This design comes from an exercise in tuning for small area, a short achievable clock period and few clock cycles per item on the open sky130 flow, not from production work.
At most, simulation tests tie the RTL to the original design; equivalence was not proved.
Function not checked in runs 1 to 5: the RTL went through the layout flow alone.
Power figures rest on the tool's default switching activity, not on a simulated workload.

### design.v
module zigzag_rle (
  input  logic       clk,
  input  logic       reset,
  input  logic [8:0] dctq,
  input  logic       dctq_valid,
  input  logic [5:0] addr,
  output logic       hold,
  output logic [5:0] rle_run,
  output logic [8:0] rle_level,
  output logic       rle_eob,
  output logic       rle_valid,
  input  logic       rle_ready,
  output logic       overflow
);
  localparam logic [383:0] ZZ =
    384'hffedefdbdf35ba77e6b74efacec95e5cf59d92bcb9e31aa371538718d51b8a9c2885a4cc1442d2660611283089408040;
  logic [8:0]  mem [0:63];      
  logic        q0_v, blk, full;
  logic [5:0]  q0_a;
  logic [8:0]  q0_d;
  logic        commit, blk_end, load, ld_ok;
  logic [63:0] pend;            
  logic [63:0] pend_r;          
  logic [63:0] nz;              
  logic [5:0]  an;              
  logic        q0_vn, blk_n, full_n;
  genvar g;
  generate
    for (g = 0; g < 64; g++) begin : g_map
      assign pend_r[ZZ[6*g +: 6]] = pend[g];
      if (g == 63) begin : g_last
        assign nz[g] = full ? |mem[63] : |q0_d;
      end else begin : g_other
        assign nz[g] = |mem[ZZ[6*g +: 6]];
      end
    end
  endgenerate
  assign commit  = q0_v & ~hold;
  assign blk_end = commit & (q0_a == 6'd63);
  assign load    = ld_ok & (full | blk_end);
  assign an      = hold ? q0_a : addr;
  assign q0_vn   = hold | dctq_valid;
  assign blk_n   = load ? ((an != 6'd0) | ~room)
                        : (pend_r[an] | (dc_due & (an == 6'd0)));
  assign full_n  = (full | blk_end) & ~load;
  always_ff @(posedge clk) begin
    if (commit) mem[q0_a] <= q0_d;
    if (!hold) begin
      q0_a <= addr;
      q0_d <= dctq;
    end
  end
  logic        dc_due, eob_due;
  logic        issue, found, room;
  logic        sel_v, sel_dc, sel_eob;
  logic [7:0]  sel_g, sel_l;    
  logic [5:0]  sel_k;           
  logic [7:0]  grp, gfirst, lfirst, glow;
  logic [63:0] lower;           
  logic [2:0]  gbin, lbin;
  always_comb begin
    for (int j = 0; j < 8; j++)
      grp[j] = |pend[8*j +: 8];
    for (int j = 0; j < 8; j++) begin
      glow[j] = 1'b0;
      for (int m = 0; m < j; m++)
        glow[j] = glow[j] | grp[m];
      gfirst[j] = grp[j] & ~glow[j];
    end
    for (int k = 0; k < 64; k++) begin
      lower[k] = glow[k / 8];
      for (int m = 8 * (k / 8); m < k; m++)
        lower[k] = lower[k] | pend[m];
    end
    lfirst = 8'd0;
    for (int j = 0; j < 8; j++)
      for (int i = 0; i < 8; i++)
        lfirst[i] = lfirst[i] | (pend[8*j + i] & ~lower[8*j + i]);
    gbin = 3'd0;
    lbin = 3'd0;
    for (int j = 0; j < 8; j++) begin
      if (gfirst[j]) gbin = gbin | 3'(j);
      if (lfirst[j]) lbin = lbin | 3'(j);
    end
  end
  assign found = |grp;
  logic       e1_v, e2_v, e1_eob, e2_eob;
  logic [5:0] e1_run, e2_run;
  logic [8:0] e1_level, e2_level;
  logic       rv;                  
  logic       s0, s1, s2, le2, le3;
  assign deq = rle_valid & rle_ready;
  assign s0  = ~sel_v & ~rv;
  assign s1  = sel_v ^ rv;
  assign s2  = sel_v & rv;
  assign le2 = (s0 & ~e2_v) | (s1 & ~e1_v) | (s2 & ~rle_valid);
  assign le3 = s0 | (s1 & ~e2_v) | (s2 & ~e1_v);
  assign room = deq ? le3 : le2;
  assign issue = room & (dc_due | found | eob_due);
  always_ff @(posedge clk) begin
    if (reset) begin
      q0_v     <= 1'b0;
      blk      <= 1'b0;
      hold     <= 1'b0;
      full     <= 1'b0;
      overflow <= 1'b0;
      pend     <= 64'd0;
      ld_ok    <= 1'b0;
      dc_due   <= 1'b0;
      eob_due  <= 1'b0;
      sel_v    <= 1'b0;
    end else begin
      if (dctq_valid && hold) overflow <= 1'b1;
      q0_v <= q0_vn;
      blk  <= blk_n;
      full <= full_n;
      hold <= q0_vn & (blk_n | full_n);
      sel_v <= issue | (load & room);
      pend <= (pend & (lower | {64{~(room & ~dc_due)}})) |
              ({64{load}} & nz & ~64'd1);
      if (issue && dc_due) dc_due <= 1'b0;
      if (issue && !dc_due && !found) eob_due <= 1'b0;
      if (load) begin
        dc_due  <= ~room;
        eob_due <= 1'b1;
      end
      ld_ok <= ~found & ~load & ~(dc_due | load) &
               ~(eob_due & ~(issue & ~dc_due & ~found));
    end
  end
  always_ff @(posedge clk) begin
    sel_dc  <= dc_due | load;
    sel_eob <= ~dc_due & ~found & ~load;
    sel_g   <= gfirst;
    sel_l   <= lfirst;
    sel_k   <= {gbin, lbin};
  end
  logic [8:0] rd_level, byte_lv [0:7];
  logic [5:0] rd_run, p_o;
  logic [8:0] r_level;
  logic [5:0] r_run;
  logic       r_eob;
  always_comb begin
    rd_level = 9'd0;
    for (int j = 0; j < 8; j++) begin
      byte_lv[j] = 9'd0;
      for (int i = 0; i < 8; i++)
        if (sel_l[i]) byte_lv[j] = byte_lv[j] | mem[ZZ[6*(8*j + i) +: 6]];
      if (sel_g[j]) rd_level = rd_level | byte_lv[j];
    end
    if (sel_dc)  rd_level = mem[0];
    if (sel_eob) rd_level = 9'd0;
    rd_run = (sel_dc | sel_eob) ? 6'd0 : sel_k + ~p_o;
  end
  always_ff @(posedge clk) begin
    if (sel_v && !sel_eob) p_o <= sel_dc ? 6'd0 : sel_k;
    r_level <= rd_level;
    r_run   <= rd_run;
    r_eob   <= sel_eob;
  end
  always_ff @(posedge clk) begin
    if (reset) begin
      rv        <= 1'b0;
      rle_valid <= 1'b0;
      e1_v      <= 1'b0;
      e2_v      <= 1'b0;
    end else begin
      rv <= sel_v;
      if (deq) begin
        rle_valid <= e1_v | rv;
        e1_v      <= e2_v | (e1_v & rv);
        e2_v      <= e2_v & rv;
      end else begin
        rle_valid <= rle_valid | rv;
        e1_v      <= e1_v | (rle_valid & rv);
        e2_v      <= e2_v | (e1_v & rv);
      end
    end
  end
  always_ff @(posedge clk) begin
    if (deq ? e1_v : !rle_valid) begin
      rle_eob   <= deq ? e1_eob   : r_eob;
      rle_run   <= deq ? e1_run   : r_run;
      rle_level <= deq ? e1_level : r_level;
    end else if (deq) begin
      rle_eob   <= r_eob;
      rle_run   <= r_run;
      rle_level <= r_level;
    end
    if (deq ? e2_v : !e1_v) begin
      e1_eob   <= deq ? e2_eob   : r_eob;
      e1_run   <= deq ? e2_run   : r_run;
      e1_level <= deq ? e2_level : r_level;
    end else if (deq) begin
      e1_eob   <= r_eob;
      e1_run   <= r_run;
      e1_level <= r_level;
    end
    if (deq || !e2_v) begin
      e2_eob   <= r_eob;
      e2_run   <= r_run;
      e2_level <= r_level;
    end
  end
endmodule
### run.sh
#!/bin/bash
# synth_recipe.tcl (not shown) runs the flow's synth.tcl, then flattens the netlist and writes it again
# the make line also repeats each setting of config.mk as NAME=value (left out here)
make -C /OpenROAD-flow-scripts/flow DESIGN_CONFIG=/design/flow/config.mk WORK_HOME=/design/flow/orfs CLKGATE_MAP_FILE= SYNTH_SCRIPT=/design/flow/synth_recipe.tcl finish
### config.mk
export PLATFORM = sky130hd
export DESIGN_NAME = zigzag_rle
export DESIGN_NICKNAME = zigzag_rle
export VERILOG_FILES = /design/flow/design.v
export SDC_FILE = /design/flow/constraint.sdc
export NUM_CORES = 4
export LEC_CHECK = 0
export ABC_CLOCK_PERIOD_IN_PS = 2500
export CAP_MARGIN = 20
export CORE_MARGIN = 2
export CORE_UTILIZATION = 40
export SETUP_SLACK_MARGIN = 2.5
export SLEW_MARGIN = 20
### constraint.sdc
create_clock -name core_clock -period 5.0 [get_ports {clk}]
set_input_delay 1.0000 -clock core_clock [delete_from_list [all_inputs] [get_ports {clk}]]
set_output_delay 1.0000 -clock core_clock [all_outputs]
set_load 0.01 [all_outputs]
==> summary.txt, run 1 <==
Outcome = timing/DRC/antenna clean
Initial DRC Count = 3100
Total of max-cap violations = 0
DPL Wire Length = 64730 um
Final Hold Fails = 0
Fin nets = 2261
Crit share post-route = 0.5360
Worst Hold Class = reg2reg
Hold-fix buffers, CTS = 0
Starting Density = 0.4055
CTS sink cnt = 761
Share of layout cells above drive strength 1 = 0.1868
Clk root buf = clkbuf_16
N_diodes = 0
Max Clock Skew = 0.02593 ns
Max-slew violations = 0
Core area = 74700 um^2
Final setup fails = 0
IO Pins = 38
Static leakage power = 11.33 nW
Grt ovf = 0
Final Wtd Congestion = 0.9904
Worst skew pair latency = 0.63 ns
Syn Std Cell Area = 30290 um^2
WL final = 98520 um
DRC = 0
Yosys warns = 3
Tmin final = 2.680 ns
Reg clk slew, reported paths = 0.06 ns
Post-route setup TNS = 0 ns
Sequential power share = 0.518
Die Y = 279.2 um
Vias per cell = 6.483
Placement Setup Slack = 1.218 ns
Sequential cell area fraction in the yosys report = 0.7141
Num rows = 100
Syn nets = 2177
Worst EP arrival = 3.13 ns
Power per cell area = 381.0 nW/um^2
Sw power = 2.969 mW
Mapped Cells = 2150
Pin slew with the least headroom to its limit = 1.293 ns
Logic pwr share = 0.045
Synthesized area per cell = 14.09 um^2
Worst setup EP type = register
WL per Instance = 30.17 um
Layout area overhead = 17.69%
Gr usage total = 0.2478
Int Power = 10.61 mW
RSZ-0062 raised after global routing = true
Number of flops mapped to enable cells by yosys = 639
Worst hold slack = 0.4553 ns
Routed vias = 21170
CTS buffer count = 76
Maximum number of pins on one net before global-route repair = 75
Top_reg_cell synth = edfxtp_1
Max Fclk = 0.3731 GHz
Seq cells post-synth = 761
Async set-reset flop share out of synthesis = 0
H-Tree Level Count = 3
Yosys cell types = 66
Crit path kind = reg2reg
Worst Path Required = 5.45 ns
Clk buf depth = 3
First-pass GRT wire length = 141400 um
Pre-antenna DRT Iters = 9
Slew margin rel. = 0.1264
Setup ws final = 2.320 ns
Die area = 77940 um^2
ANT nets after route = 0
CP Launch Type = register
Maximum VDD drop = 268.6 uV
IO buf count = 37
Vias in the first global route = 20630
TritonCTS clock tree = yes
Initial antenna violation count = 2
Max Fanout on Critical Path = 28
Clock power share = 0.437
Die W = 279.2 um
Switching Fraction = 0.2186
## stage by stage
step	utilization	total power [mW]	cell area, um^2	std cells
finish	0.4772	13.58	35650	3265
detailed placement	0.4253	7.711	31770	3067
floorplan	-	7.442	30410	2150
global placement	0.4251	7.705	31750	3067
global route	0.4772	13.91	35650	3265
CTS	0.4686	13.60	35000	3239
## placed cells by master (no fill, tap or decap), drive strengths merged, types with 10 or more instances in the layout
| cell type | n |
|---|---|
| nand2 | 105 |
| buf | 89 |
| nand4 | 79 |
| or3 | 12 |
| dlygate4sd2 | 21 |
| o41ai | 57 |
| mux2 | 34 |
| nor2 | 179 |
| clkdlybuf4s50 | 14 |
| a22oi | 306 |
| a21oi | 95 |
| a41o | 10 |
| edfxtp | 639 |
| clkbuf | 98 |
| dfxtp | 122 |
| clkinv | 27 |
| mux2i | 17 |
| nor3 | 39 |
| nand3 | 25 |
| or4 | 10 |
| o21ai | 37 |
| a31oi | 15 |
| inv | 32 |
| nor2b | 11 |
| o31ai | 21 |
| nor4 | 75 |
## registers in the layout, indices dropped and copies added (netlist names), 8 cells and up
signal	flops
e1_level	9
e2_level	9
mem	576
pend	64
q0_d	9
r_level	9
rle_level	9
sel_g	8
sel_l	8
## power groups by stage
stage	registers [mW]	clock network [mW]	logic, mW
floorplan	7.18	0	0.258
global placement	7.19	0	0.517
detailed placement	7.19	0	0.522
CTS	7.05	5.99	0.561
global route	7.05	6.22	0.640
finish	7.04	5.93	0.610
## layout make-up
class	instances	area (um^2)
clock buffers	97	2116
flip-flops and latches	761	21720
fillers	6396	39050
inverters	29	116.4
multi-input cells	1239	8756
clock inverters	43	470.5
well taps	969	1212
repair buffers	126	1249
repair inverters	1	3.754
## synthesized netlist by cell type, types with 10 or more instances
master | instances | area share
nor3_1 | 39 | 0.0064
nand3_1 | 24 | 0.0040
nand2_1 | 104 | 0.013
a31oi_1 | 15 | 0.0031
a21oi_1 | 95 | 0.016
nor4_1 | 72 | 0.015
o31ai_1 | 20 | 0.0050
a22oi_1 | 306 | 0.076
edfxtp_1 | 639 | 0.63
clkbuf_1 | 114 | 0.014
mux2_2 | 34 | 0.013
mux2i_1 | 16 | 0.0053
o41ai_1 | 57 | 0.016
nor2_1 | 179 | 0.022
o21ai_0 | 34 | 0.0056
nand4_1 | 79 | 0.016
inv_1 | 27 | 0.0033
nor2b_1 | 11 | 0.0023
dfxtp_1 | 122 | 0.081
or3_1 | 10 | 0.0021
a41o_1 | 10 | 0.0033
## final timing paths
kind         slack (ns)           to  cells after the start       start
max                2.32   r_level[3]                      5    sel_l[5]
min                0.46  e2_level[6]                      0  r_level[6]
max reg2reg        2.32   r_level[3]                      5    sel_l[5]
min reg2reg        0.46  e2_level[6]                      0  r_level[6]
## critical path, cell delays in order, from the launching register on
cell and delay, ns:
dfxtp_4 0.48, a22oi_1 0.22, nand4_1 0.30, a222oi_1 0.98
a41o_1 0.35, a21oi_1 0.14
## kinds of logic after synthesis
kind of cell	count (synthesis)	share of synthesized area
xor+xnor	5	0.001446
flops	761	0.7141
buf+inv	151	0.01925
compound gates	591	0.1402
simple gates	574	0.09637
mux	60	0.02507
fa+ha+maj	8	0.003552
## per-layer routing
metal	wire, um	share of wire	GRT usage
met1	39200	0.40	0.3408
met2	44240	0.45	0.3809
met3	10370	0.11	0.04954
met4	4687	0.048	0.1108
met5	21	0.00021	0
## timing repair
item,4_1_cts,5_1_grt
gates resized for setup,139,107
buffers inserted,31,24
cloned,1,1
pin swaps,14,25
setup endpoints to repair,559,388
==> run 2: changes to the inputs <==
--- a/design.v
+++ b/design.v
@@ -18,4 +18,5 @@
   logic        q0_v, blk, full;
   logic [5:0]  q0_a;
+  logic [7:0]  q0_hi, q0_lo;    
   logic [8:0]  q0_d;
   logic        commit, blk_end, load, ld_ok;
@@ -37,5 +38,5 @@
   endgenerate
   assign commit  = q0_v & ~hold;
-  assign blk_end = commit & (q0_a == 6'd63);
+  assign blk_end = commit & q0_hi[7] & q0_lo[7];
   assign load    = ld_ok & (full | blk_end);
   assign an      = hold ? q0_a : addr;
@@ -45,7 +46,12 @@
   assign full_n  = (full | blk_end) & ~load;
   always_ff @(posedge clk) begin
-    if (commit) mem[q0_a] <= q0_d;
+    for (int r = 0; r < 64; r++)
+      if (commit && q0_hi[r / 8] && q0_lo[r % 8]) mem[r] <= q0_d;
     if (!hold) begin
       q0_a <= addr;
+      for (int i = 0; i < 8; i++) begin
+        q0_hi[i] <= addr[5:3] == 3'(i);
+        q0_lo[i] <= addr[2:0] == 3'(i);
+      end
       q0_d <= dctq;
     end
==> run 2 against run 1 <==
Effect of this change:
- still clean on timing, DRC and antenna
- sequential share of layout area is 0.62 points lower
- clock skew is 0.0061 ns higher
- combinational power is about 70% higher
- global-route usage up 0.53 points
- routed wire length up 6.1%
- clock power up 4.6%
- final area rose by 3.2%
- count of clock-buffer cells in the layout is 3 higher
- fmax grew 3.4%
- via count is 2.6% higher
- synthesized cell count increased by 2.0%
- total power rose by 7.6%
==> summary.txt, run 2 <==
Outcome = timing/DRC/antenna clean
CP Launch Type = register
Maximum VDD drop = 239.6 uV (-11%)
Post-synth top area share = 0.6333 (about the same)
TritonCTS clock tree = yes
Crit share post-route = 0.5186 (-0.01743)
Dominant cell by count in the synthesized netlist = edfxtp_1
Power per cell area = 397.3 nW/um^2 (+4.3%)
DRC = 0 (unchanged)
Die W = 282.6 um (+1.2%)
Die Y = 282.6 um (+1.2%)
Clk buf depth = 3 (unchanged)
IO Pins = 38 (unchanged)
Pre-antenna DRT Iters = 8 (-1)
Main area contributors after synthesis = edfxtp_1 63%, dfxtp_1 7.9%, a22oi_1 7.4%
RSZ-0062 raised after global routing = true
Die area = 79890 um^2 (+2.5%)
Worst Path Required = 5.50 ns (+0.05 ns)
Max Fanout on Critical Path = 11 (-61%)
Maximum number of pins on one net before global-route repair = 75 (unchanged)
Max reg flops = 576 (unchanged)
Worst skew pair latency = 0.66 ns (+0.03 ns)
Grt ovf = 0 (unchanged)
Vias per cell = 6.356 (-2.0%)
Num rows = 102 (+2.0%)
ANT nets after route = 0 (unchanged)
Syn Std Cell Area = 31060 um^2 (+2.5%)
First-pass GRT wire length = 145700 um (+3.1%)
Largest registers = mem x576, pend x64
Dpl cell area = 32730 um^2 (+3.0%)
Core area = 77210 um^2 (+3.4%)
Pin slew with the least headroom to its limit = 1.294 ns (+0.0003024 ns)
WL per Instance = 30.61 um (+1.5%)
Slew margin rel. = 0.1262 (-0.0002040)
Final Hold Fails = 0 (unchanged)
CTS sink cnt = 777 (+2.1%)
Design Area, Final = 36800 um^2 (+3.2%)
Seq cells post-synth = 777 (+2.1%)
Gr usage total = 0.2530 (+0.005262)
Worst Hold Class = reg2reg
Largest reg by FF count = mem
Post-route setup TNS = 0 ns (unchanged)
Sequential cell area fraction in the yosys report = 0.7119 (-0.002166)
Layout area overhead = 18.48%
CTS buffer count = 83 (+9.2%)
H-Tree Level Count = 3 (unchanged)
Clk root buf = clkbuf_16
Yosys warns = 4 (+1)
Starting Density = 0.4022 (-0.003275)
Synth area leader = edfxtp_1
Syn nets = 2220 (+2.0%)
Crit path kind = reg2reg
Max-slew violations = 0 (unchanged)
Initial antenna violation count = 5 (+3)
Vias in the first global route = 21040 (+2.0%)
Hold-fix buffers, CTS = 0 (unchanged)
Initial DRC Count = 3125 (+0.81%)
Synth cell count leaders = 655 x edfxtp_1, 307 x a22oi_1, 128 x nor2_1, 122 x dfxtp_1, 114 x clkbuf_1
Share of layout cells above drive strength 1 = 0.1784 (-0.008441)
Fin nets = 2327 (+2.9%)
Static leakage power = 12.31 nW (+8.7%)
Max Clock Skew = 0.03204 ns (+0.006108 ns)
Final Wtd Congestion = 0.9576 (-3.3%)
Yosys cell types = 69 (+4.5%)
Number of flops mapped to enable cells by yosys = 655 (+2.5%)
Synthesized area per cell = 14.16 um^2 (+0.52%)
Final setup fails = 0 (unchanged)
Worst setup EP type = register
Tmin final = 2.593 ns (-0.08715 ns)
Top_reg_cell synth = edfxtp_1
Max Fclk = 0.3857 GHz (+3.4%)
Routed vias = 21710 (+2.6%)
Most common cell after layout, fill and taps aside = edfxtp_1
DPL Wire Length = 67660 um (+4.5%)
IO buf count = 37 (unchanged)
Most frequent cells in the layout = 655 x edfxtp_1, 299 x a22oi_1, 124 x nor2_1, 108 x nand2_1, 87 x clkbuf_16
Reg clk slew, reported paths = 0.06 ns (about the same)
Mapped Cells = 2193 (+2.0%)
WL final = 104600 um (+6.1%)
Worst EP arrival = 3.09 ns (-0.04 ns)
Total of max-cap violations = 0 (unchanged)
Async set-reset flop share out of synthesis = 0 (unchanged)
-- run 2: path summary, 6_finish.rpt --
| check | from | to | slack, ns | depth (start not counted) |
|---|---|---|---|---|
| max | sel_l[6] | r_level[1] | 2.41 | 8 |
| min | r_level[7] | e2_level[7] | 0.45 | 0 |
| max reg2reg | sel_l[6] | r_level[1] | 2.41 | 8 |
| min reg2reg | r_level[7] | e2_level[7] | 0.45 | 0 |
-- run 2: cell families after synthesis --
family | after synthesis | synth area share
AOI/OAI and AO/OA | 592 | 0.1378
muxes | 58 | 0.02329
DFF | 777 | 0.7119
xor gates and xnor gates | 5 | 0.001410
and+or+nand+nor | 592 | 0.1018
buffers and inverters | 161 | 0.02026
adders and majority gates | 8 | 0.003465
-- run 2: report_power, final --
group / total [mW] / internal (mW) / switching, mW
registers: 7.38 / 7.20 / 0.176
clock network: 6.20 / 3.58 / 2.63
logic: 1.04 / 0.349 / 0.692
total: 14.6 / 11.1 / 3.49
-- run 2: area by class of cell --
class                      instances  area, um^2
antenna                            5       12.51
fill                            6603       40420
multi-input combinational       1258        8899
tap                             1040        1301
clock inverter                    56       559.3
inverter                          30       117.6
clock buffer                     100        2192
sequential                       777       22200
timing repair buffer             150        1518
-- run 2: through the flow --
stage	utilization	std cells	setup slack (ns)	hold slack [ns]	power [mW]
floorplan	-	2193	2.314	0.3290	7.940
global placement	0.4232	3181	1.059	0.4244	8.390
detailed placement	0.4239	3181	1.087	0.4244	8.402
CTS	0.4690	3378	2.354	0.4541	14.59
global route	0.4764	3411	2.469	0.4623	14.99
finish	0.4766	3416	2.407	0.4490	14.62
-- run 2: critical path, cell delays in order (launching register included) --
cell       delay [ns]
dfxtp_4          0.43
buf_6            0.20
buf_4            0.16
clkbuf_16        0.17
a22oi_1          0.18
nand4_1          0.19
a22oi_1          0.60
a41o_1           0.39
a21oi_1          0.10
-- run 2: what timing repair did --
item	CTS	global route
endpoints found under the setup margin	116	56
hold endpoints to repair	0	0
gates resized for setup	112	74
pin swaps	25	16
cloned	2	4
buffers inserted	39	29
-- run 2: layer usage --
metal / vias up / track usage / share of wire
met4: 6 / 0.09863 / 0.040
met5: - / 0 / 0.00046
met1: 10940 / 0.3424 / 0.39
li1: 9182 / - / -
met2: 1346 / 0.3944 / 0.46
met3: 236 / 0.06063 / 0.11
==> run 3: changes to the inputs <==
--- a/design.v
+++ b/design.v
@@ -39,9 +39,9 @@
   assign commit  = q0_v & ~hold;
   assign blk_end = commit & q0_hi[7] & q0_lo[7];
-  assign load    = ld_ok & (full | blk_end);
+  assign load    = ld_ok & room & (full | blk_end);
   assign an      = hold ? q0_a : addr;
   assign q0_vn   = hold | dctq_valid;
-  assign blk_n   = load ? ((an != 6'd0) | ~room)
-                        : (pend_r[an] | (dc_due & (an == 6'd0)));
+  assign blk_n   = load ? (an != 6'd0)
+                        : (hold ? pend_r[q0_a] : pend_r[addr]);
   assign full_n  = (full | blk_end) & ~load;
   always_ff @(posedge clk) begin
@@ -57,7 +57,7 @@
     end
   end
-  logic        dc_due, eob_due;
+  logic        eob_due;
   logic        issue, found, room;
-  logic        sel_v, sel_dc, sel_eob;
+  logic        sel_v, sel_eob;
   logic [7:0]  sel_g, sel_l;    
   logic [5:0]  sel_k;           
@@ -103,5 +103,5 @@
   assign le3 = s0 | (s1 & ~e2_v) | (s2 & ~e1_v);
   assign room = deq ? le3 : le2;
-  assign issue = room & (dc_due | found | eob_due);
+  assign issue = room & (found | eob_due);
   always_ff @(posedge clk) begin
     if (reset) begin
@@ -113,5 +113,4 @@
       pend     <= 64'd0;
       ld_ok    <= 1'b0;
-      dc_due   <= 1'b0;
       eob_due  <= 1'b0;
       sel_v    <= 1'b0;
@@ -122,22 +121,16 @@
       full <= full_n;
       hold <= q0_vn & (blk_n | full_n);
-      sel_v <= issue | (load & room);
-      pend <= (pend & (lower | {64{~(room & ~dc_due)}})) |
+      sel_v <= issue | load;
+      pend <= (pend & (lower | {64{~room}})) |
               ({64{load}} & nz & ~64'd1);
-      if (issue && dc_due) dc_due <= 1'b0;
-      if (issue && !dc_due && !found) eob_due <= 1'b0;
-      if (load) begin
-        dc_due  <= ~room;
-        eob_due <= 1'b1;
-      end
-      ld_ok <= ~found & ~load & ~(dc_due | load) &
-               ~(eob_due & ~(issue & ~dc_due & ~found));
-    end
-  end
-  always_ff @(posedge clk) begin
-    sel_dc  <= dc_due | load;
-    sel_eob <= ~dc_due & ~found & ~load;
-    sel_g   <= gfirst;
-    sel_l   <= lfirst;
+      if (issue && !found) eob_due <= 1'b0;
+      if (load) eob_due <= 1'b1;
+      ld_ok <= ~found & ~load & ~(eob_due & ~(issue & ~found));
+    end
+  end
+  always_ff @(posedge clk) begin
+    sel_eob <= ~found & ~load;
+    sel_g   <= gfirst | {7'd0, load};
+    sel_l   <= lfirst | {7'd0, load};
     sel_k   <= {gbin, lbin};
   end
@@ -155,10 +148,9 @@
       if (sel_g[j]) rd_level = rd_level | byte_lv[j];
     end
-    if (sel_dc)  rd_level = mem[0];
-    if (sel_eob) rd_level = 9'd0;
-    rd_run = (sel_dc | sel_eob) ? 6'd0 : sel_k + ~p_o;
-  end
-  always_ff @(posedge clk) begin
-    if (sel_v && !sel_eob) p_o <= sel_dc ? 6'd0 : sel_k;
+    rd_run = sel_eob ? 6'd0 : sel_k + ~p_o;
+  end
+  always_ff @(posedge clk) begin
+    if (reset)      p_o <= 6'd63;
+    else if (sel_v) p_o <= sel_eob ? 6'd63 : sel_k;
     r_level <= rd_level;
     r_run   <= rd_run;
==> run 3 against run 2 <==
Effect of this change:
- first-iteration DRC count fell by 1.6%
- clock skew up 0.0045 ns
- register-to-register slack gained 0.03 ns
- critical endpoint is now pend[59]
- synthesized cell count is 0.68% lower
- combinational power increased by 69%
==> summary.txt, run 3 <==
Pin slew with the least headroom to its limit = 0.9042 ns (-0.3896 ns)
Yosys warns = 4 (unchanged)
Clk buf depth = 3 (unchanged)
Mapped Cells = 2178 (-0.68%)
Met2 routed WL = 44560 um (-6.8%)
Initial DRC Count = 3074 (-1.6%)
Vias per cell = 6.411 (+0.86%)
Gr usage total = 0.2488 (-0.004256)
Dominant cell by count in the synthesized netlist = edfxtp_1
Reg clk slew, reported paths = 0.06 ns (about the same)
Final Wtd Congestion = 0.9942 (+3.8%)
Num rows = 101 (-0.98%)
Main area contributors after synthesis = edfxtp_1 63%, dfxtp_1 8.2%, a22oi_1 8.1%
Max-slew violations = 0 (unchanged)
Max reg flops = 576 (unchanged)
Synth area leader = edfxtp_1
Layout area overhead = 16.91%
Most frequent cells in the layout = 649 x edfxtp_1, 329 x a22oi_1, 116 x nor2_1, 98 x dfxtp_1, 93 x nand2_1
Top_reg_cell synth = edfxtp_1
Synthesized area per cell = 14.17 um^2 (about the same)
Clk root buf = clkbuf_16
Routed met3 length = 10500 um (-13%)
Starting Density = 0.4051 (+0.002867)
Async set-reset flop share out of synthesis = 0 (unchanged)
Die W = 281.8 um (-0.30%)
Grt ovf = 0 (unchanged)
WL final = 99730 um (-4.6%)
Worst EP arrival = 3.06 ns (-0.03 ns)
Worst Hold Path EP = e2_eob
Pre-antenna DRT Iters = 6 (-2)
Sequential cell area fraction in the yosys report = 0.7130 (+0.001086)
Number of flops mapped to enable cells by yosys = 649 (-0.92%)
Total of max-cap violations = 0 (unchanged)
CTS buffer count = 80 (-3.6%)
Core area = 76200 um^2 (-1.3%)
IO buf count = 37 (unchanged)
Worst setup EP type = register
Maximum number of pins on one net before global-route repair = 66 (-12%)
Met1 WL = 40780 um (+0.61%)
IO Pins = 38 (unchanged)
Die area = 79410 um^2 (-0.60%)
Routed vias = 21510 (-0.94%)
ANT nets after route = 0 (unchanged)
Tmin final = 2.567 ns (-0.02585 ns)
Syn nets = 2205 (-0.68%)
Worst Path Required = 5.50 ns (about the same)
Final Hold Fails = 0 (unchanged)
Most common cell after layout, fill and taps aside = edfxtp_1
Post-route setup TNS = 0 ns (unchanged)
Initial antenna violation count = 5 (unchanged)
Syn Std Cell Area = 30870 um^2 (-0.60%)
TritonCTS clock tree = yes
Fin nets = 2285 (-1.8%)
Power per cell area = 420.6 nW/um^2 (+5.9%)
Largest registers = mem x576, pend x64
WL per Instance = 29.73 um (-2.9%)
Outcome = timing/DRC/antenna clean
Final Total Pwr = 15.18 mW (+3.8%)
Post-synth top area share = 0.6313 (-0.001986)
Fillers = 6543 (-0.91%)
Worst r2r src = pend[34]
Max Clock Skew = 0.03657 ns (+0.004531 ns)
CTS sink cnt = 775 (-0.26%)
Slew margin rel. = 0.3972 (+0.2710)
Static leakage power = 12.03 nW (-2.3%)
Largest reg by FF count = mem
Yosys cell types = 74 (+7.2%)
Worst Hold Class = reg2reg
R2R setup slack = 2.43 ns (+0.03 ns)
Seq cells post-synth = 775 (-0.26%)
Die Y = 281.8 um (-0.30%)
Final setup fails = 0 (unchanged)
R2R depth = 7 (-1)
Hold-fix buffers, CTS = 0 (unchanged)
DPL Wire Length = 65360 um (-3.4%)
Worst skew pair latency = 0.64 ns (-0.02 ns)
First-pass GRT wire length = 144400 um (-0.86%)
Vias in the first global route = 20810 (-1.1%)
Hold path start = r_eob
Top layer used by detailed routing = met4
DRC = 0 (unchanged)
Crit path kind = reg2reg
Worst hold slack = 0.4542 ns (+0.005151 ns)
Crit share post-route = 0.5134 (-0.005170)
H-Tree Level Count = 3 (unchanged)
Synth cell count leaders = 649 x edfxtp_1, 335 x a22oi_1, 126 x dfxtp_1, 122 x clkbuf_1, 119 x nor2_1
CP Launch Type = register
Max Fanout on Critical Path = 6 (-5)
Max Fclk = 0.3896 GHz (+1.0%)
Maximum VDD drop = 233.3 uV (-2.6%)
RSZ-0062 raised after global routing = true
Share of layout cells above drive strength 1 = 0.1592 (-0.01920)
Hold depth = 0 (unchanged)
Reg-to-Reg End = pend[59]
run 3: changes by cell type after synthesis, sizes merged, moves of 10 or more:
cell    delta
a21oi     -21
nand2     -19
a222oi    -10
nand3     +18
a22oi     +28
nand4     +11
run 3: how the worst max path moves through the flow:
| stage | end | slack (ns) | start |
|---|---|---|---|
| floorplan | pend[3] | 2.29 | rle_ready |
| global placement | pend[44] | 1.18 | rle_ready |
| detailed placement | sel_v | 1.08 | rle_ready |
| CTS | pend[51] | 2.43 | pend[38] |
| global route | pend[59] | 2.40 | pend[32] |
| finish | pend[59] | 2.43 | pend[34] |
run 3: layout make-up:
type | count | area, um^2 | share of cell area
Sequential cell | 775 | 22090 | 0.6120
Multi-Input combinational cell | 1244 | 8841 | 0.2450
Clock buffer | 103 | 2161 | 0.05987
Tap cell | 1030 | 1289 | 0.03571
Timing Repair Buffer | 123 | 1182 | 0.03276
Clock inverter | 45 | 390.4 | 0.01082
Inverter | 34 | 137.6 | 0.003814
Antenna cell | 1 | 2.502 | 0.00006934
run 3: per-layer routing:
metal,vias to the layer above,global-route usage
met5,-,0
met4,0,0.08947
met3,228,0.05602
met2,1402,0.3830
met1,10790,0.3463
li1,9084,-
run 3: kinds of logic after synthesis:
group,share of synthesized area
XOR/XNOR,0.001419
multiplexers,0.02140
AO/OA/AOI/OAI,0.1346
adder cells (fa/ha/maj),0.003486
flip-flops,0.7130
AND/OR/NAND/NOR,0.1050
buffers and inverters,0.02100
run 3: timing repair:
item | CTS | global route
endpoints found under the setup margin | 105 | 70
buffers inserted | 35 | 21
pin swaps | 20 | 17
resized for setup | 122 | 55
gates cloned | 6 | 1
run 3: worst max-delay path: stages (launching register included):
cell and delay (ns):
dfxtp_1 0.42, or4_4 0.56, or4_4 0.56, nor4_4 0.16, buf_6 0.17, nand3_4 0.14, o41ai_4 0.31, a21oi_1 0.10
run 3: per-stage QoR:
step	cells	setup WS [ns]	utilization	cell area [um^2]
detailed placement	3143	1.078	0.4249	32370
CTS	3332	2.430	0.4686	35710
global route	3354	2.396	0.4736	36090
global placement	3142	1.181	0.4247	32360
floorplan	2178	2.291	-	31050
finish	3355	2.433	0.4736	36090
run 3: power by group:
group	switching [mW]	total (mW)	internal (mW)
clock network	2.47	5.84	3.37
logic	1.21	1.76	0.548
registers	0.292	7.58	7.29
==> run 4: changes to the inputs <==
--- a/config.mk
+++ b/config.mk
@@ -10,4 +10,4 @@
 export CORE_MARGIN = 2
 export CORE_UTILIZATION = 40
-export SETUP_SLACK_MARGIN = 2.5
+export SETUP_SLACK_MARGIN = 2.75
 export SLEW_MARGIN = 20
==> run 4 against run 3 <==
Effect of this change:
- largest power group unchanged
- total power is 2.6% higher
- critical path depth is 1 higher
- utilization is 0.53 points higher
- sequential power hardly changed
- die area stayed put
- non-clock buffer count is 16 higher
- final area is 1.1% higher
- fmax is 0.57% lower
- largest cell class unchanged
- via count is 0.35% higher
- sequential share of layout area is 0.65 points lower
==> summary.txt, run 4 <==
Reg clk slew, reported paths = 0.06 ns (about the same)
Static leakage power = 12.01 nW (-0.11%)
First-pass GRT wire length = 142200 um (-1.6%)
Worst skew pair latency = 0.65 ns (about the same)
Synth cell count leaders = 649 x edfxtp_1, 335 x a22oi_1, 126 x dfxtp_1, 122 x clkbuf_1, 119 x nor2_1
R2R setup slack = 2.42 ns (about the same)
Final Wtd Congestion = 1.046 (+5.2%)
Post-synth top area share = 0.6313 (unchanged)
Syn Std Cell Area = 30870 um^2 (unchanged)
Initial antenna violation count = 5 (unchanged)
Crit. path cell count = 8 (+1)
Pre-antenna DRT Iters = 7 (+1)
Total of max-cap violations = 0 (unchanged)
Largest reg by FF count = mem
Worst Hold Class = reg2reg
Num rows = 101 (unchanged)
Worst r2r src = pend[46]
Power per cell area = 426.9 nW/um^2 (+1.5%)
Vias in the first global route = 20690 (-0.60%)
Synth area leader = edfxtp_1
Most common cell after layout, fill and taps aside = edfxtp_1
Vias per cell = 6.401 (-0.15%)
Hold path start = r_run[3]
R2R depth = 8 (+1)
Layout area overhead = 18.22%
Worst EP arrival = 3.16 ns (+0.10 ns)
Die Y = 281.8 um (unchanged)
H-Tree Level Count = 3 (unchanged)
Yosys warns = 4 (unchanged)
Largest stage delay, worst path = 0.59 ns (+0.03 ns)
Post-route setup TNS = 0 ns (unchanged)
CTS sink cnt = 775 (unchanged)
DPL Wire Length = 62860 um (-3.8%)
Seq cells post-synth = 775 (unchanged)
Dominant cell by count in the synthesized netlist = edfxtp_1
Crit share post-route = 0.5164 (+0.002966)
Crit path max-delay cell type = or4_4
Pin slew with the least headroom to its limit = 1.130 ns (+0.2257 ns)
Outcome = timing/DRC/antenna clean
Number of flops mapped to enable cells by yosys = 649 (unchanged)
Synthesized area per cell = 14.17 um^2 (unchanged)
Slew margin rel. = 0.2467 (-0.1505)
Yosys cell types = 74 (unchanged)
Max reg flops = 576 (unchanged)
Sequential cell area fraction in the yosys report = 0.7130 (unchanged)
Die W = 281.8 um (unchanged)
Main area contributors after synthesis = edfxtp_1 63%, dfxtp_1 8.2%, a22oi_1 8.1%
DRC = 0 (unchanged)
IO Pins = 38 (unchanged)
CTS buffer count = 79 (-1.3%)
CP Launch Type = register
Maximum number of pins on one net before global-route repair = 66 (unchanged)
Worst Hold Path EP = e2_run[3]
Starting Density = 0.4051 (unchanged)
Die area = 79410 um^2 (unchanged)
Max Clock Skew = 0.03372 ns (-0.002853 ns)
CP top delay family = simple AND/OR/NAND/NOR gates
Final Hold Fails = 0 (unchanged)
Final Total Pwr = 15.58 mW (+2.6%)
Gr usage total = 0.2447 (-0.004078)
Max Fclk = 0.3873 GHz (-0.57%)
Tmin final = 2.582 ns (+0.01483 ns)
Crit path kind = reg2reg
IO buf count = 37 (unchanged)
Most frequent cells in the layout = 649 x edfxtp_1, 321 x a22oi_1, 115 x nor2_1, 96 x dfxtp_1
Reg-to-Reg End = ld_ok
Grt ovf = 0 (unchanged)
Worst Path Required = 5.58 ns (+0.08 ns)
Syn nets = 2205 (unchanged)
Final setup fails = 0 (unchanged)
Worst setup EP type = register
Core area = 76200 um^2 (unchanged)
Hold depth = 0 (unchanged)
Share of layout cells above drive strength 1 = 0.1910 (+0.03182)
Mapped Cells = 2178 (unchanged)
WL per Instance = 29.13 um (-2.0%)
ANT nets after route = 0 (unchanged)
Clk buf depth = 3 (unchanged)
Worst path buffer plus inverter count = 2 (+1)
Fin nets = 2302 (+0.74%)
Worst-path cell chain = or4_4 > or4_4 > nor4_4 > buf_6 > nand3_4 > buf_6 > o21ai_2 > and3b_1
Largest registers = mem x576, pend x64
Max Fanout on Critical Path = 6 (unchanged)
Hold-fix buffers, CTS = 0 (unchanged)
Initial DRC Count = 2901 (-5.6%)
Async set-reset flop share out of synthesis = 0 (unchanged)
Worst hold slack = 0.4613 ns (+0.007123 ns)
Maximum VDD drop = 250.0 uV (+7.2%)
Top_reg_cell synth = edfxtp_1
RSZ-0062 raised after global routing = true
WL final = 98210 um (-1.5%)
TritonCTS clock tree = yes
Max-slew violations = 0 (unchanged)
Routed vias = 21580 (+0.35%)
Clk root buf = clkbuf_16
run 4: cell counts after synthesis:
Identical to the previous run, type by type.
run 4: power by group:
part           leakage (nW)  internal [mW]  switching, mW
sequential             7.08           7.29          0.269
combinational          3.64          0.644           1.34
clock                  1.29           3.55           2.49
total                  12.0           11.5           4.09
run 4: layer usage:
layer / GRT usage / wire length (um) / vias up
met5: 0 / 31 / -
met4: 0.09670 / 4462 / 4
met3: 0.05146 / 10090 / 252
met2: 0.3691 / 43390 / 1377
met1: 0.3462 / 40240 / 10830
li1: - / - / 9117
run 4: worst max path at each step:
| stage | from | endpoint | slack (ns) |
|---|---|---|---|
| after floorplan | rle_ready | pend[3] | 2.29 |
| after global routing | pend[22] | sel_k[1] | 2.40 |
| after detailed placement | rle_ready | pend[49] | 1.15 |
| final | pend[46] | ld_ok | 2.42 |
| after global placement | rle_ready | pend[24] | 1.21 |
| after CTS | pend[41] | sel_k[1] | 2.47 |
run 4: layout make-up:
class | count | area, um^2
clock buffers | 107 | 2186
inverters | 34 | 145.1
multi-input cells | 1246 | 9129
repair buffers | 139 | 1191
clock inverters | 39 | 454.2
fillers | 6516 | 39710
diodes | 2 | 5.005
flip-flops and latches | 775 | 22100
well taps | 1030 | 1289
run 4: worst register-to-register path, delay by kind of cell (launching register included):
kind | cells | cell delay [ns]
buffers and inverters | 2 | 0.35
AO/OA/AOI/OAI | 1 | 0.13
AND/OR/NAND/NOR | 5 | 1.60
flip-flops | 1 | 0.44
run 4: cells by family after synthesis:
group | Yosys count | share of synthesized area
AO/OA/AOI/OAI | 572 | 0.1346
AND/OR/NAND/NOR | 596 | 0.1050
XOR/XNOR | 5 | 0.001419
multiplexers | 57 | 0.02140
flip-flops | 775 | 0.7130
adder cells (fa/ha/maj) | 8 | 0.003486
buffers and inverters | 165 | 0.02100
run 4: metrics by stage:
stage	area, um^2	util	setup WS, ns	instances
final	36500	0.4789	2.418	3372
after global routing	36490	0.4789	2.398	3370
after CTS	36020	0.4727	2.467	3350
after detailed placement	32380	0.4249	1.148	3142
after global placement	32380	0.4249	1.210	3142
after floorplan	31080	-	2.291	2178
run 4: what timing repair did:
| item | 4_1_cts | 5_1_grt |
|---|---|---|
| setup buffers | 54 | 19 |
| gates resized for setup | 220 | 87 |
| endpoints found under the setup margin | 706 | 92 |
| pin swaps | 33 | 21 |
| cloned | 8 | 1 |
==> run 5: changes to the inputs <==
--- a/design.v
+++ b/design.v
@@ -58,11 +58,9 @@
   end
   logic        eob_due;
-  logic        issue, found, room;
-  logic        sel_v, sel_eob;
+  logic        room;
+  logic        sel_v;           
   logic [7:0]  sel_g, sel_l;    
-  logic [5:0]  sel_k;           
   logic [7:0]  grp, gfirst, lfirst, glow;
   logic [63:0] lower;           
-  logic [2:0]  gbin, lbin;
   always_comb begin
     for (int j = 0; j < 8; j++)
@@ -83,12 +81,5 @@
       for (int i = 0; i < 8; i++)
         lfirst[i] = lfirst[i] | (pend[8*j + i] & ~lower[8*j + i]);
-    gbin = 3'd0;
-    lbin = 3'd0;
-    for (int j = 0; j < 8; j++) begin
-      if (gfirst[j]) gbin = gbin | 3'(j);
-      if (lfirst[j]) lbin = lbin | 3'(j);
-    end
-  end
-  assign found = |grp;
+  end
   logic       e1_v, e2_v, e1_eob, e2_eob;
   logic [5:0] e1_run, e2_run;
@@ -103,5 +94,7 @@
   assign le3 = s0 | (s1 & ~e2_v) | (s2 & ~e1_v);
   assign room = deq ? le3 : le2;
-  assign issue = room & (found | eob_due);
+  logic       slot_empty, eob_now;
+  assign slot_empty = ~|sel_g;
+  assign eob_now    = sel_v & slot_empty & eob_due;
   always_ff @(posedge clk) begin
     if (reset) begin
@@ -121,24 +114,27 @@
       full <= full_n;
       hold <= q0_vn & (blk_n | full_n);
-      sel_v <= issue | load;
+      sel_v <= room;
       pend <= (pend & (lower | {64{~room}})) |
               ({64{load}} & nz & ~64'd1);
-      if (issue && !found) eob_due <= 1'b0;
-      if (load) eob_due <= 1'b1;
-      ld_ok <= ~found & ~load & ~(eob_due & ~(issue & ~found));
-    end
-  end
-  always_ff @(posedge clk) begin
-    sel_eob <= ~found & ~load;
+      if (eob_now) eob_due <= 1'b0;
+      if (load)    eob_due <= 1'b1;
+      ld_ok <= ~load & (~eob_due | eob_now);
+    end
+  end
+  always_ff @(posedge clk) begin
     sel_g   <= gfirst | {7'd0, load};
     sel_l   <= lfirst | {7'd0, load};
-    sel_k   <= {gbin, lbin};
   end
   logic [8:0] rd_level, byte_lv [0:7];
-  logic [5:0] rd_run, p_o;
+  logic [5:0] rd_run, p_o, sel_k;    
   logic [8:0] r_level;
   logic [5:0] r_run;
   logic       r_eob;
   always_comb begin
+    sel_k = 6'd0;
+    for (int j = 0; j < 8; j++) begin
+      if (sel_g[j]) sel_k[5:3] = sel_k[5:3] | 3'(j);
+      if (sel_l[j]) sel_k[2:0] = sel_k[2:0] | 3'(j);
+    end
     rd_level = 9'd0;
     for (int j = 0; j < 8; j++) begin
@@ -148,12 +144,13 @@
       if (sel_g[j]) rd_level = rd_level | byte_lv[j];
     end
-    rd_run = sel_eob ? 6'd0 : sel_k + ~p_o;
-  end
-  always_ff @(posedge clk) begin
-    if (reset)      p_o <= 6'd63;
-    else if (sel_v) p_o <= sel_eob ? 6'd63 : sel_k;
+    rd_run = slot_empty ? 6'd0 : sel_k + ~p_o;
+  end
+  always_ff @(posedge clk) begin
+    if (reset)                     p_o <= 6'd63;
+    else if (sel_v && !slot_empty) p_o <= sel_k;
+    else if (eob_now)              p_o <= 6'd63;
     r_level <= rd_level;
     r_run   <= rd_run;
-    r_eob   <= sel_eob;
+    r_eob   <= slot_empty;
   end
   always_ff @(posedge clk) begin
@@ -164,5 +161,5 @@
       e2_v      <= 1'b0;
     end else begin
-      rv <= sel_v;
+      rv <= sel_v & (~slot_empty | eob_due);
       if (deq) begin
         rle_valid <= e1_v | rv;
--- a/config.mk
+++ b/config.mk
@@ -10,4 +10,4 @@
 export CORE_MARGIN = 2
 export CORE_UTILIZATION = 40
-export SETUP_SLACK_MARGIN = 2.75
+export SETUP_SLACK_MARGIN = 2.5
 export SLEW_MARGIN = 20
==> run 5 against run 4 <==
Effect of this change:
- still clean
- die area fell by 1.0%
- non-clock buffer count shrank 9
- utilization is 0.52 points lower
- global-route usage down 0.39 points
- worst setup slack better by 0.037 ns
- routed wire length down 1.4%
- largest power group unchanged
- highest routed layer unchanged
==> summary.txt, run 5 <==
Dpl cell area = 32310 um^2 (-0.19%)
Most frequent cells in the layout = 649 x edfxtp_1, 324 x a22oi_1, 117 x nor2_1, 105 x dfxtp_1, 86 x nand4_1
Sw power = 3.160 mW (-23%)
DRC = 0 (unchanged)
Post-synth top area share = 0.6380 (+0.006672)
Async set-reset flop share out of synthesis = 0 (unchanged)
Largest reg by FF count = mem
Max Fclk = 0.3929 GHz (+1.4%)
Met1 usage = 0.3338 (-0.01244)
Sequential power share = 0.515 (+0.030)
RSZ-0062 raised after global routing = true
Num rows = 101 (unchanged)
TritonCTS clock tree = yes
Syn Std Cell Area = 30550 um^2 (-1.0%)
CP Launch Type = register
Layout area overhead = 17.59%
Pre-antenna DRT Iters = 5 (-2)
Yosys cell types = 73 (-1.4%)
Worst hold slack = 0.4820 ns (+0.02065 ns)
Synth area leader = edfxtp_1
Met2 usage in global routing = 0.3740 (+0.004874)
Initial antenna violation count = 5 (unchanged)
GRT busiest layer = met2
Dominant cell by count in the synthesized netlist = edfxtp_1
Final setup fails = 0 (unchanged)
Grt ovf = 0 (unchanged)
Register area = 21910 um^2 (-0.83%)
Vias in the first global route = 20200 (-2.4%)
Vias per cell = 6.410 (+0.14%)
Crit path kind = reg2reg
Max Fanout on Critical Path = 54 (+48)
Worst EP arrival = 2.98 ns (-0.18 ns)
Die W = 280.3 um (-0.52%)
Number of flops mapped to enable cells by yosys = 649 (unchanged)
Final Wtd Congestion = 0.9723 (-7.1%)
Syn nets = 2152 (-2.4%)
Starting Density = 0.4029 (-0.002232)
Final Total Pwr = 13.88 mW (-11%)
Worst Setup SP = sel_l[0]
R2R depth = 5 (-3)
Largest registers = mem x576, pend x64
Main area contributors after synthesis = edfxtp_1 64%, a22oi_1 8.0%, dfxtp_1 7.8%
Mapped Cells = 2125 (-2.4%)
Synthesized area per cell = 14.37 um^2 (+1.4%)
Yosys warns = 4 (unchanged)
Switching Fraction = 0.2277 (-0.03501)
Max reg flops = 576 (unchanged)
Worst Path Required = 5.43 ns (-0.15 ns)
CTS sink cnt = 768 (-0.90%)
Share of layout cells above drive strength 1 = 0.1656 (-0.02538)
Gr usage total = 0.2408 (-0.003904)
Reg clk slew, reported paths = 0.07 ns (about the same)
Worst Setup EP = r_level[1]
DPL Wire Length = 63250 um (+0.62%)
Clk root buf = clkbuf_16
Multi-input gate area in the final layout = 8741 um^2 (-4.2%)
Routed vias = 20920 (-3.1%)
Sequential cell area fraction in the yosys report = 0.7160 (+0.002948)
Initial DRC Count = 2653 (-8.5%)
Tmin final = 2.545 ns (-0.03679 ns)
Worst skew pair latency = 0.66 ns (about the same)
First-pass GRT wire length = 138000 um (-2.9%)
Top_reg_cell synth = edfxtp_1
WL final = 96830 um (-1.4%)
Slew margin rel. = 0.3770 (+0.1302)
Logic pwr share = 0.056 (-0.071)
Maximum VDD drop = 250.3 uV (about the same)
Max-slew violations = 0 (unchanged)
CTS buffer count = 79 (unchanged)
Crit share post-route = 0.5090 (-0.007358)
Power per cell area = 386.3 nW/um^2 (-9.5%)
Die area = 78590 um^2 (-1.0%)
Worst setup EP type = register
H-Tree Level Count = 3 (unchanged)
ANT nets after route = 0 (unchanged)
Total of max-cap violations = 0 (unchanged)
Final std cells w/o fill = 3263 (-3.2%)
Final Hold Fails = 0 (unchanged)
Placed insts = 3055 (-2.8%)
Max Clock Skew = 0.03211 ns (-0.001609 ns)
Worst r2r src = sel_l[0]
Worst Hold Class = reg2reg
Seq cells post-synth = 768 (-0.90%)
Fillers = 6592 (+1.2%)
Pin slew with the least headroom to its limit = 0.9335 ns (-0.1964 ns)
Int Power = 10.72 mW (-6.7%)
Clk buf depth = 3 (unchanged)
Die Y = 280.3 um (-0.52%)
Outcome = timing/DRC/antenna clean
IO buf count = 37 (unchanged)
IO Pins = 38 (unchanged)
R2R setup slack = 2.45 ns (+0.04 ns)
Synth cell count leaders = 649 x edfxtp_1, 325 x a22oi_1, 119 x dfxtp_1, 118 x nor2_1, 116 x clkbuf_1
Fin nets = 2243 (-2.6%)
WL per Instance = 29.67 um (+1.9%)
Reg-to-Reg End = r_level[1]
Clock power share = 0.429 (+0.041)
Met3 usage = 0.05329 (+0.001835)
Most common cell after layout, fill and taps aside = edfxtp_1
Core area = 75820 um^2 (-0.50%)
Static leakage power = 11.92 nW (-0.78%)
Post-route setup TNS = 0 ns (unchanged)
Design Area, Final = 35920 um^2 (-1.6%)
Maximum number of pins on one net before global-route repair = 66 (unchanged)
[run 5: power by group through the flow]
| stage | sequential [mW] | combinational (mW) | clock (mW) |
|---|---|---|---|
| after floorplan | 7.26 | 0.326 | 0 |
| after global placement | 7.29 | 0.654 | 0 |
| after detailed placement | 7.29 | 0.662 | 0 |
| after CTS | 7.15 | 0.721 | 6.03 |
| after global routing | 7.14 | 0.816 | 6.29 |
| final | 7.14 | 0.778 | 5.96 |
[run 5: final cells by class]
cell class                      instances  share of cell area
Inverter                               33            0.003901
Clock buffer                           99             0.06002
Clock inverter                         48             0.01310
Timing Repair Buffer                  130             0.03508
Antenna cell                            3           0.0002090
Sequential cell                       768              0.6101
Timing Repair inverter                  1           0.0002438
Multi-Input combinational cell       1203              0.2433
Tap cell                              978             0.03407
[run 5: critical path, cell delays in order, from the launching register on]
cell     delay, ns
dfxtp_2       0.48
buf_6         0.30
a22oi_1       0.29
nand4_1       0.27
a22oi_1       0.53
nand4_1       0.32
[run 5: logic make-up (layout without fill, tap and decap cells)]
kind of cell,after synthesis,after routing,share of synthesized area
AOI/OAI and AO/OA,573,573,0.1347
xor gates and xnor gates,4,4,0.001147
adders and majority gates,8,8,0.003522
buffers and inverters,154,311,0.01958
DFF,768,768,0.7160
muxes,60,60,0.02609
other,0,3,0
and+or+nand+nor,558,558,0.09900
[run 5: what timing repair did]
| item | 4_1_cts | 5_1_grt |
|---|---|---|
| cloned | 1 | 1 |
| pin swaps | 6 | 11 |
| endpoints found under the setup margin | 105 | 74 |
| hold buffers | 0 | 0 |
| gates resized for setup | 96 | 29 |
| buffers inserted | 35 | 21 |
[run 5: metal layers]
metal,vias to the layer above,part of all wire
met3,173,0.097
met2,1209,0.45
met1,10630,0.42
li1,8906,-
met4,2,0.032
met5,-,0.00013
[run 5: per-stage QoR]
stage               setup slack, ns    util
floorplan                     2.368       -
global placement              1.089  0.4262
global route                  2.424  0.4736
finish                        2.455  0.4737
detailed placement            1.032  0.4262
CTS                           2.472  0.4690
[run 5: worst min-delay path by stage]
stage / depth (start not counted) / start / endpoint / slack [ns]
detailed placement: 0 / r_level[8] / e2_level[8] / 0.47
CTS: 0 / r_run[0] / e2_run[0] / 0.49
finish: 0 / r_run[1] / e2_run[1] / 0.48
global placement: 0 / r_run[2] / e2_run[2] / 0.46
floorplan: 0 / r_eob / e2_eob / 0.42
global route: 0 / r_level[1] / e2_level[1] / 0.50
==> run 6: changes to the inputs <==
--- a/design.v
+++ b/design.v
@@ -26,4 +26,5 @@
   logic [5:0]  an;              
   logic        q0_vn, blk_n, full_n;
+  logic        room;            
   genvar g;
   generate
@@ -58,5 +59,4 @@
   end
   logic        eob_due;
-  logic        room;
   logic        sel_v;           
   logic [7:0]  sel_g, sel_l;    
@@ -86,5 +86,5 @@
   logic [8:0] e1_level, e2_level;
   logic       rv;                  
-  logic       s0, s1, s2, le2, le3;
+  logic       s0, s1, s2, le2, le3, deq;
   assign deq = rle_valid & rle_ready;
   assign s0  = ~sel_v & ~rv;
--- a/config.mk
+++ b/config.mk
@@ -10,4 +10,4 @@
 export CORE_MARGIN = 2
 export CORE_UTILIZATION = 40
-export SETUP_SLACK_MARGIN = 2.5
+export SETUP_SLACK_MARGIN = 2.3
 export SLEW_MARGIN = 20
==> run 6 against run 5 <==
Effect of this change:
- sequential cell count unchanged
- area after synthesis unchanged
- global-route usage increased by 0.58 points
- non-clock buffer count is 10 lower
- routed wire length is 0.63% higher
- total power up 2.6%
- sequential power is essentially flat
- utilization shrank 0.51 points
- count of clock-buffer cells in the layout up 8
- critical path depth grew 1
- sequential share of layout area is 0.62 points higher
- largest cell class unchanged
==> summary.txt, run 6 <==
H-Tree Level Count = 3 (unchanged)
Final Total Pwr = 14.24 mW (+2.6%)
Tmin final = 2.746 ns (+0.2008 ns)
Layout area overhead = 16.32%
Yosys cell types = 73 (unchanged)
Crit path kind = in2reg
Outcome = timing/DRC/antenna clean
Post-synth top area share = 0.6380 (unchanged)
Fin nets = 2236 (-0.31%)
Synth cell count leaders = 649 x edfxtp_1, 325 x a22oi_1, 119 x dfxtp_1, 118 x nor2_1, 116 x clkbuf_1
Max Fclk = 0.3642 GHz (-7.3%)
Maximum number of pins on one net before global-route repair = 80 (+21%)
Met1 WL = 39440 um (-2.2%)
Initial DRC Count = 2529 (-4.7%)
DRC = 0 (unchanged)
Final Wtd Congestion = 0.9809 (+0.88%)
Gr usage total = 0.2466 (+0.005796)
Routed met3 length = 9602 um (+2.6%)
Async set-reset flop share out of synthesis = 0 (unchanged)
Sequential cell area fraction in the yosys report = 0.7160 (unchanged)
Synth area leader = edfxtp_1
Die area = 78590 um^2 (unchanged)
IO Pins = 38 (unchanged)
Most common cell after layout, fill and taps aside = edfxtp_1
Post-route setup TNS = 0 ns (unchanged)
Total of max-cap violations = 0 (unchanged)
Die Y = 280.3 um (unchanged)
Num rows = 101 (unchanged)
Max-slew violations = 0 (unchanged)
Starting Density = 0.4029 (unchanged)
Largest registers = mem x576, pend x64
Final setup fails = 0 (unchanged)
Max Fanout on Critical Path = 9 (-83%)
Number of flops mapped to enable cells by yosys = 649 (unchanged)
Share of layout cells above drive strength 1 = 0.1441 (-0.02153)
Die W = 280.3 um (unchanged)
Main area contributors after synthesis = edfxtp_1 64%, a22oi_1 8.0%, dfxtp_1 7.8%
Fillers = 6534 (-0.88%)
Clk buf depth = 3 (unchanged)
IO buf count = 37 (unchanged)
Pin slew with the least headroom to its limit = 1.035 ns (+0.1019 ns)
Routed vias = 20940 (+0.13%)
Vias in the first global route = 20620 (+2.1%)
Syn Std Cell Area = 30550 um^2 (unchanged)
Met2 routed WL = 43850 um (-0.40%)
CP Launch Type = input port
Seq cells post-synth = 768 (unchanged)
ANT nets after route = 0 (unchanged)
RSZ-0062 raised after global routing = true
Vias per cell = 6.432 (+0.34%)
Mapped Cells = 2125 (unchanged)
Pre-antenna DRT Iters = 6 (+1)
Worst setup EP type = register
Static leakage power = 11.84 nW (-0.68%)
Clk root buf = clkbuf_16
Worst Hold Class = reg2reg
Top layer used by detailed routing = met4
Max reg flops = 576 (unchanged)
Worst skew pair latency = 0.63 ns (-0.03 ns)
TritonCTS clock tree = yes
Synthesized area per cell = 14.37 um^2 (unchanged)
Final Hold Fails = 0 (unchanged)
WL final = 97440 um (+0.63%)
Most frequent cells in the layout = 649 x edfxtp_1, 325 x a22oi_1, 116 x nor2_1, 107 x dfxtp_1
Power per cell area = 400.7 nW/um^2 (+3.7%)
Grt ovf = 0 (unchanged)
Yosys warns = 3 (-1)
CTS buffer count = 81 (+2.5%)
Initial antenna violation count = 3 (-2)
Maximum VDD drop = 269.6 uV (+7.7%)
Reg clk slew, reported paths = 0.06 ns (about the same)
Largest reg by FF count = mem
Syn nets = 2152 (unchanged)
Slew margin rel. = 0.3097 (-0.06728)
WL per Instance = 29.92 um (+0.85%)
Worst EP arrival = 3.26 ns (+0.28 ns)
Top_reg_cell synth = edfxtp_1
Max Clock Skew = 0.01950 ns (-0.01261 ns)
CTS sink cnt = 768 (unchanged)
Largest stage delay, worst path = 0.81 ns (+0.28 ns)
Core area = 75820 um^2 (unchanged)
Worst Path Required = 5.51 ns (+0.08 ns)
Crit share post-route = 0.5492 (+0.04017)
Worst-path cell chain = clkdlybuf4s50_1 > mux2i_4 > mux4_2 > a31oi_1 > and3_1 > o211ai_1
DPL Wire Length = 65970 um (+4.3%)
First-pass GRT wire length = 141100 um (+2.2%)
Dominant cell by count in the synthesized netlist = edfxtp_1
Crit path max-delay cell type = clkdlybuf4s50_1
## run 6: cell counts after synthesis
Identical to the previous run, type by type.
## run 6: power by group
part           internal, mW  total (mW)  leakage, nW  switching, mW
sequential             7.04        7.15         7.01          0.112
combinational         0.224       0.734         3.43          0.510
clock                  3.86        6.35         1.39           2.49
## run 6: path summary, 6_finish.rpt
kind / start / endpoint / slack (ns) / cells after the start
max: addr[5] / hold / 2.25 / 6
min reg2reg: r_run[3] / e2_run[3] / 0.46 / 0
min: r_run[3] / e2_run[3] / 0.46 / 0
max reg2reg: pend[9] / pend[59] / 2.34 / 8
## run 6: layout make-up
type / count / area, um^2 / share of cell area
antenna: 2 / 5.005 / 0.0001409
timing repair buffer: 120 / 1050 / 0.02954
tap: 978 / 1224 / 0.03444
clock buffer: 107 / 2301 / 0.06476
sequential: 768 / 21900 / 0.6162
clock inverter: 43 / 530.5 / 0.01493
multi-input combinational: 1204 / 8386 / 0.2360
inverter: 33 / 135.1 / 0.003803
timing repair inverter: 1 / 6.256 / 0.0001761
## run 6: repair_timing
action | in CTS | in global routing
resized for setup | 37 | 31
gates cloned | 1 | 1
pin swaps | 8 | 5
setup buffers | 18 | 19
setup endpoints to repair | 77 | 37
hold buffers | 0 | 0
## run 6: through the flow
step           worst slack (ns)  area [um^2]  instances  utilization  hold WS, ns
3_3_place_gp             0.8619        32080       3065       0.4231       0.4457
6_report                  2.254        35530       3256       0.4686       0.4566
3_5_place_dp             0.7542        32080       3065       0.4231       0.4391
5_1_grt                   2.211        35530       3254       0.4686       0.4742
4_1_cts                   2.220        35220       3234       0.4645       0.4545
2_1_floorplan             2.279        30600       2125            -       0.4191
## run 6: logic make-up (layout without fill, tap and decap cells)
kind of cell,after synthesis,in the layout,synth area share
xor+xnor,4,4,0.001147
mux,60,60,0.02609
other cells,0,2,0
fa+ha+maj,8,8,0.003522
flops,768,768,0.7160
simple gates,558,559,0.09900
compound gates,573,573,0.1347
buf+inv,154,304,0.01958
## run 6: worst max-delay path, delay by kind of cell
family	cells	cell delay [ns]
buffers and inverters	1	0.81
AOI/OAI and AO/OA	2	0.29
and+or+nand+nor	1	0.23
muxes	2	0.91
## run 6: per-layer routing
metal | vias up | track usage
li1 | 8892 | -
met5 | - | 0
met1 | 10600 | 0.3366
met2 | 1243 | 0.3779
met4 | 0 | 0.1209
met3 | 208 | 0.04838
Testbench counts of run 6, summed over its fixed seeds: cycles 26,026, blocks 384.
==> run 7: changes to the inputs <==
--- a/config.mk
+++ b/config.mk
@@ -10,4 +10,4 @@
 export CORE_MARGIN = 2
 export CORE_UTILIZATION = 40
-export SETUP_SLACK_MARGIN = 2.3
+export SETUP_SLACK_MARGIN = 2.6
 export SLEW_MARGIN = 20
==> run 7 against run 6 <==
Effect of this change:
- via count down 1.5%
- cell count down 0.18%
- routed wire length down 2.3%
- critical path depth up 2
- still clean on timing, DRC and antenna
- final area up 0.99%
- first-iteration DRC count down 4.9%
- global-route usage down 0.60 points
- fmax up 1.9%
- die area unchanged
- utilization up 0.47 points
==> summary.txt, run 7 <==
Outcome = timing/DRC/antenna clean
Worst hold slack = 0.4710 ns (+0.01434 ns)
Crit path max-delay cell type = or4b_4
Total of max-cap violations = 0 (unchanged)
Synthesized area per cell = 14.37 um^2 (unchanged)
Sequential cell area fraction in the yosys report = 0.7160 (unchanged)
Dpl cell area = 32340 um^2 (+0.83%)
Mux cell area share after synthesis = 0.02609 (unchanged)
Final Hold Fails = 0 (unchanged)
Starting Density = 0.4029 (unchanged)
Die area = 78590 um^2 (unchanged)
CP Launch Type = register
Yosys warns = 3 (unchanged)
Max reg flops = 576 (unchanged)
Top_reg_cell synth = edfxtp_1
CP top delay family = simple AND/OR/NAND/NOR gates
Routed vias = 20620 (-1.5%)
Clk root buf = clkbuf_16
Max Clock Skew = 0.03169 ns (+0.01220 ns)
Share of layout cells above drive strength 1 = 0.1721 (+0.02798)
Synth Area in Adders = 0.003523 (unchanged)
Placement Setup Slack = 1.186 ns (+0.4314 ns)
ANT nets after route = 0 (unchanged)
Slew margin rel. = 0.3576 (+0.04793)
Max Fclk = 0.3711 GHz (+1.9%)
Max Fanout on Critical Path = 4 (-5)
Layout area overhead = 17.48%
DPL Wire Length = 63910 um (-3.1%)
Fin util = 0.4733 (+0.004654)
Post-synth top area share = 0.6380 (unchanged)
Dominant cell by count in the synthesized netlist = edfxtp_1
Post-route setup TNS = 0 ns (unchanged)
Synth area leader = edfxtp_1
Crit share post-route = 0.5389 (-0.01031)
Final std cells w/o fill = 3250 (-0.18%)
Fin nets = 2234 (-0.089%)
Main area contributors after synthesis = edfxtp_1 64%, a22oi_1 8.0%, dfxtp_1 7.8%
Worst EP arrival = 3.17 ns (-0.09 ns)
Synth cell count leaders = 649 x edfxtp_1, 325 x a22oi_1, 119 x dfxtp_1, 118 x nor2_1, 116 x clkbuf_1
Power per cell area = 388.0 nW/um^2 (-3.2%)
Async set-reset flop share out of synthesis = 0 (unchanged)
Worst skew pair latency = 0.63 ns (about the same)
Syn Std Cell Area = 30550 um^2 (unchanged)
Syn nets = 2152 (unchanged)
Core area = 75820 um^2 (unchanged)
Pin slew with the least headroom to its limit = 0.9625 ns (-0.07295 ns)
Static leakage power = 11.83 nW (about the same)
Max-slew violations = 0 (unchanged)
Initial DRC Count = 2404 (-4.9%)
Final Total Pwr = 13.92 mW (-2.2%)
Placed insts = 3058 (-0.23%)
Reg clk slew, reported paths = 0.06 ns (about the same)
First-pass GRT wire length = 138100 um (-2.1%)
Worst-path cell chain = or3_4 > or4b_4 > nor4_4 > buf_4 > nand3b_4 > or3_4 > o31ai_4 > a21oi_1
Seq cells post-synth = 768 (unchanged)
Most frequent cells in the layout = 649 x edfxtp_1, 317 x a22oi_1, 117 x nor2_1, 104 x dfxtp_1
Design Area, Final = 35890 um^2 (+0.99%)
CTS sink cnt = 768 (unchanged)
Synth Area in Compound Gates = 0.1347 (unchanged)
Final setup fails = 0 (unchanged)
Maximum number of pins on one net before global-route repair = 80 (unchanged)
Final Wtd Congestion = 0.9668 (-1.4%)
WL per Instance = 29.29 um (-2.1%)
WL final = 95190 um (-2.3%)
CTS buffer count = 81 (unchanged)
N_diodes = 0 (-2)
Maximum VDD drop = 229.2 uV (-15%)
Num rows = 101 (unchanged)
Gr usage total = 0.2406 (-0.006015)
Yosys cell types = 73 (unchanged)
Die W = 280.3 um (unchanged)
Vias per cell = 6.346 (-1.3%)
Mapped Cells = 2125 (unchanged)
Clk buf depth = 3 (unchanged)
DRC = 0 (unchanged)
RSZ-0062 raised after global routing = true
Pre-antenna DRT Iters = 6 (unchanged)
Most used cell, CP = or3_4
Vias in the first global route = 20050 (-2.8%)
H-Tree Level Count = 3 (unchanged)
IO Pins = 38 (unchanged)
Largest stage delay, worst path = 0.54 ns (-0.27 ns)
Worst Hold Class = reg2reg
Grt ovf = 0 (unchanged)
Initial antenna violation count = 5 (+2)
Simple-Gate Fraction of Synth Area = 0.09900 (unchanged)
Number of flops mapped to enable cells by yosys = 649 (unchanged)
XOR/XNOR Fraction of Synth Area = 0.001147 (unchanged)
TritonCTS clock tree = yes
Tmin final = 2.694 ns (-0.05154 ns)
Worst setup EP type = register
Die Y = 280.3 um (unchanged)
Crit path kind = reg2reg
Worst Path Required = 5.48 ns (-0.03 ns)
Worst path buffer plus inverter count = 1 (unchanged)
Setup ws final = 2.306 ns (+0.05154 ns)
IO buf count = 37 (unchanged)
Largest reg by FF count = mem
Most common cell after layout, fill and taps aside = edfxtp_1
Largest family of logic cells by synthesized area = compound AO/OA/AOI/OAI gates
Largest registers = mem x576, pend x64
[run 7: changes by cell type in the layout (fill, tap and decap cells not counted), moves of 8 or more]
cell / delta
a22oi_2: +8
o21ai_0: -14
a22oi_1: -8
clkdlybuf4s50_1: -23
o41ai_2: +39
dlygate4sd2_1: +23
o41ai_1: -40
[run 7: final cells by class]
cell class                 count  area [um^2]
clock inverter                41        374.1
tap                          978         1224
clock buffer                 107         2291
sequential                   768        21910
multi-input combinational   1205         8915
fill                        6539        39940
inverter                      33        140.1
timing repair buffer         118         1030
[run 7: metal layers]
layer / GRT usage / up-vias / wire length [um]
met5: 0 / - / 38
met4: 0.07541 / 6 / 2994
met3: 0.04863 / 178 / 8979
met2: 0.3798 / 1135 / 43990
met1: 0.3347 / 10420 / 39180
li1: - / 8887 / -
[run 7: where the power goes]
group	leakage [nW]	switching [mW]	internal, mW
sequential	7.02	0.112	7.04
clock	1.30	2.46	3.54
combinational	3.51	0.535	0.239
total	11.8	3.11	10.8
[run 7: timing repair]
item,in CTS,in global routing
resized for setup,88,79
pin swaps,11,18
setup buffers,25,17
endpoints found under the setup margin,110,85
hold buffers,0,0
gates cloned,0,2
endpoints found under the hold margin,0,0
[run 7: final timing paths]
check,from,cells past startpoint,end,slack [ns]
max,pend[9],8,pend[45],2.31
min,r_run[0],0,e2_run[0],0.47
max reg2reg,pend[9],8,pend[45],2.31
min reg2reg,r_run[0],0,e2_run[0],0.47
[run 7: kinds of logic (layout without fill, tap and decap cells)]
| family | after synthesis | in the layout |
|---|---|---|
| and+or+nand+nor | 558 | 560 |
| AOI/OAI and AO/OA | 573 | 573 |
| adders and majority gates | 8 | 8 |
| buffers and inverters | 154 | 299 |
| DFF | 768 | 768 |
| muxes | 60 | 60 |
| xor gates and xnor gates | 4 | 4 |

Check on run 7: ideal ports give 2.306 ns setup slack; a clkbuf_16 on the clock port and buf_2 on the inputs give 2.306 ns; moving port delays by the midpoint clock arrival (0.680 ns) as well gives 1.945 ns.
